Background: an optimization exercise with open tools, aiming at small area, a short achievable clock period and few clock cycles per item. Do not read the settings as production practice. Power figures rest on the tool's default switching activity, not on a simulated workload.

## rgb_matrix_row_scan_controller
module rgb_matrix_row_scan_controller
#(
    parameter int COLUMNS   = rmrs_pkg::RMRS_COLUMNS,
    parameter int ROWS      = rmrs_pkg::RMRS_ROWS,
    parameter int CHANNELS  = rmrs_pkg::RMRS_CHANNELS,
    parameter int MSG_DEPTH = rmrs_pkg::RMRS_MSG_DEPTH
) (
    input  wire logic        i_clk,
    input  wire logic        i_rst_n,
    input  wire logic        start,
    input  rmrs_pkg::t_req             i_req,
    output logic             busy,
    input  wire logic        i_cfg_valid,
    output logic             o_cfg_ready,
    input  wire logic [11:0] i_cfg_data,
    output logic             o_res_strobe,
    output rmrs_pkg::t_res             o_res
);
Size in the first run: ~2200 flip-flops, about 92 I/O pins, roughly 0.052 mm^2 of cells after synthesis.
==> flow/config.mk <==
export PLATFORM = sky130hd
export DESIGN_NAME = rgb_matrix_row_scan_controller
export DESIGN_NICKNAME = rgb_matrix_row_scan_controller
export VERILOG_FILES = /design/flow/design.v
export SDC_FILE = /design/flow/constraint.sdc
export NUM_CORES = 4
export LEC_CHECK = 0
export CAP_MARGIN = 20
export CORE_MARGIN = 2
export CORE_UTILIZATION = 70
export CTS_BUF_LIST = sky130_fd_sc_hd__clkbuf_16
export CTS_CLUSTER_DIAMETER = 100
export CTS_CLUSTER_SIZE = 24
export SETUP_SLACK_MARGIN = 4.5
export SLEW_MARGIN = 20
export SYNTH_MEMORY_MAX_BITS = 16384
==> flow/constraint.sdc <==
create_clock -name core_clock -period 7.0 [get_ports {i_clk}]
set_input_delay 1.4000 -clock core_clock [delete_from_list [all_inputs] [get_ports {i_clk}]]
set_output_delay 1.4000 -clock core_clock [all_outputs]
set_load 0.01 [all_outputs]
run.sh (not shown) runs the stock make flow with config.mk's settings and CLKGATE_MAP_FILE= SYNTH_SCRIPT=/design/flow/synth_recipe.tcl, a recipe that flattens the netlist after the stock synthesis.
Change:
--- a/flow/design.v
+++ b/flow/design.v
@@ -119,20 +119,20 @@
     logic          r_clear;         
     logic          ph_last;         
     logic [11:0]   r_bright;
     logic          r_wb_v;
     logic          r_wb_msg;
     logic [1:0]    r_wb_color;
     logic [5:0]    r_wb_addr;
     logic [7:0]    r_wb_val;
     logic [2:0][1:0]    r_sc_st;
-    logic [2:0][6:0]    r_sc_s;     
-    logic [2:0][4:0]    r_sc_l;     
+    logic [2:0][8:0]    r_sc_s;     
+    logic [2:0][6:0]    r_sc_l;     
     logic [2:0][15:0][7:0] r_fr;
     logic [2:0][3:0]    r_cn;
     logic          r_pv;
     logic          r_pfilled;
     logic [3:0]    r_fcnt;
     logic [2:0]    r_prow;
     logic          r_pblank;
     logic [11:0]   r_pbright;
     logic [47:0]   r_pbits;
@@ -235,67 +235,65 @@
             r_wb_val   <= i_req.value;
         end
     end
     logic [2:0][BW-1:0] rblk;
     logic [2:0][TW-1:0] rtap;
     logic [2:0][7:0]    rdata;
     logic [2:0][5:0]    sc_idx;
     always_comb begin
         for (int c = 0; c < 3; c++) begin
-            sc_idx[c] = {2'(r_sc_s[c][5:4] + 2'(sc_sum[c][4]) - 2'd1), sc_sum[c][3:0]};
+            sc_idx[c] = {sc_hi[c][1:0], r_phase[3:0]};
             rblk[c]   = (NB > 1) ? BW'(sc_idx[c] >> PW) : '0;
             rtap[c]   = (NT > 1) ? TW'(PW'(PW'(sc_idx[c]) - r_phase) >> 4) : '0;
         end
     end
     rmrs_dp #(.MB(MB)) u_dp (
         .i_clk    (i_clk),
         .i_we     (r_mwe),
         .i_wdata  (r_wb_val),
         .i_rblk   (rblk),
         .i_rtap   (rtap),
         .o_rdata  (rdata)
     );
     logic [2:0]          sc_go;
     logic [2:0]          sc_valid;
     logic [2:0][3:0]     sc_j0;
-    logic [2:0][4:0]     sc_sum;
-    logic [6:0]          in_l;
-    logic [9:0]          in_rem;
-    logic [4:0]          in_hi;
-    assign in_l   = (i_req.msg_len[8:6] != 3'd0) ? 7'd80 : 7'(i_req.msg_len[5:0]) + 7'd16;
-    assign in_rem = 10'(in_l) - 10'(i_req.shift);
-    assign in_hi  = in_rem[9] ? 5'd0 : (in_rem > 10'd16) ? 5'd16 : 5'(in_rem);
+    logic [2:0]          sc_low;
+    logic [2:0][4:0]     sc_hi;
     always_comb begin
         for (int c = 0; c < 3; c++) begin
             sc_j0[c]    = 4'(r_phase + 1'b1) - 4'(r_sc_s[c]);
             sc_go[c]    = (r_sc_st[c] == SC_WAIT) && !r_wb_v && ph_last;
-            sc_sum[c]   = 5'(r_sc_s[c][3:0]) + 5'(r_cn[c]);
-            sc_valid[c] = (sc_sum[c][4] || r_sc_s[c][6]) && (5'(r_cn[c]) < r_sc_l[c]);
+            sc_low[c]   = (r_phase[3:0] >= r_sc_s[c][3:0]);
+            sc_hi[c]    = r_sc_s[c][8:4] - 5'(sc_low[c]);
+            sc_valid[c] = !(sc_low[c] && r_sc_s[c][8:4] == 5'd0) &&
+                          ((sc_hi[c] < 5'(r_sc_l[c][6:4])) ||
+                           ((sc_hi[c] == 5'(r_sc_l[c][6:4])) && (r_phase[3:0] < r_sc_l[c][3:0])));
         end
     end
     always_ff @(posedge i_clk) begin
         for (int c = 0; c < 3; c++) begin
             if (!i_rst_n) begin
                 r_sc_st[c] <= SC_IDLE;
             end else if (acc && cmd == rmrs_pkg::CMD_SCROLL && i_req.color == 2'(c)) begin
                 r_sc_st[c] <= SC_WAIT;
             end else if (sc_go[c]) begin
                 r_sc_st[c] <= SC_SHIFT;
             end else if (r_sc_st[c] == SC_SHIFT && ph_last) begin
                 r_sc_st[c] <= SC_IDLE;
             end
         end
     end
     always_ff @(posedge i_clk) begin
         for (int c = 0; c < 3; c++) begin
             if (r_sc_st[c] == SC_IDLE) begin
-                r_sc_s[c] <= {(i_req.shift[8:4] != 5'd0), i_req.shift[5:0]};
-                r_sc_l[c] <= in_hi;
+                r_sc_s[c] <= i_req.shift;
+                r_sc_l[c] <= (i_req.msg_len[8:6] != 3'd0) ? 7'd64 : 7'(i_req.msg_len[5:0]);
             end
         end
     end
     logic [2:0][7:0] fin;
     always_comb begin
         for (int c = 0; c < 3; c++) begin
             if (r_sc_st[c] == SC_SHIFT)  fin[c] = sc_valid[c] ? rdata[c] : 8'd0;
             else if (col_hit[c])         fin[c] = r_wb_val;
             else if (r_clear)            fin[c] = 8'd0;
Outcome: The changed run finished clean; sequential power barely changes; wire length came out lower by about 9%; final area went up by about 0.6%; clock power goes down by about 3%; via count decreases by about 1.7%; fmax went down by 8.1%; final cell count rose by about 0.6%; clock skew went down by 0.018 ns; worst setup slack is worse by 0.26 ns; flip-flop and latch count rises by 12.
No run of this note included a check of the RTL's function; only the layout flow was run.

re-timing with driven ports:
In the flow no input, the clock included, has a driving cell. The finished layouts below were timed again as built, in two steps.
Step 1 sets driving cells, clkbuf_16 on the clock port and buf_2 on the other inputs (assumed; they add their load-dependent delay and slew).
Step 2, shift: input delay + t, output delay - t, t = (earliest + latest rising clock arrival at the registers) / 2. This alone moves slack from input paths to output paths.
Slacks: ideal / step 1 / step 2; pairs: ideal / step 1.
run	t, ns	slack for setup (ns)	worst setup path after step 2	worst data-port slew with drivers (ns)
the first run	0.745	4.122 / 4.157 / 3.412	input to register	0.08
the second run	0.726	3.867 / 3.867 / 3.867	register to register	0.11
After both steps every run listed still meets setup and hold. For the first run, which loses most, drivers alone change the setup slack by +0.035 ns; drivers and shift together by -0.710 ns.
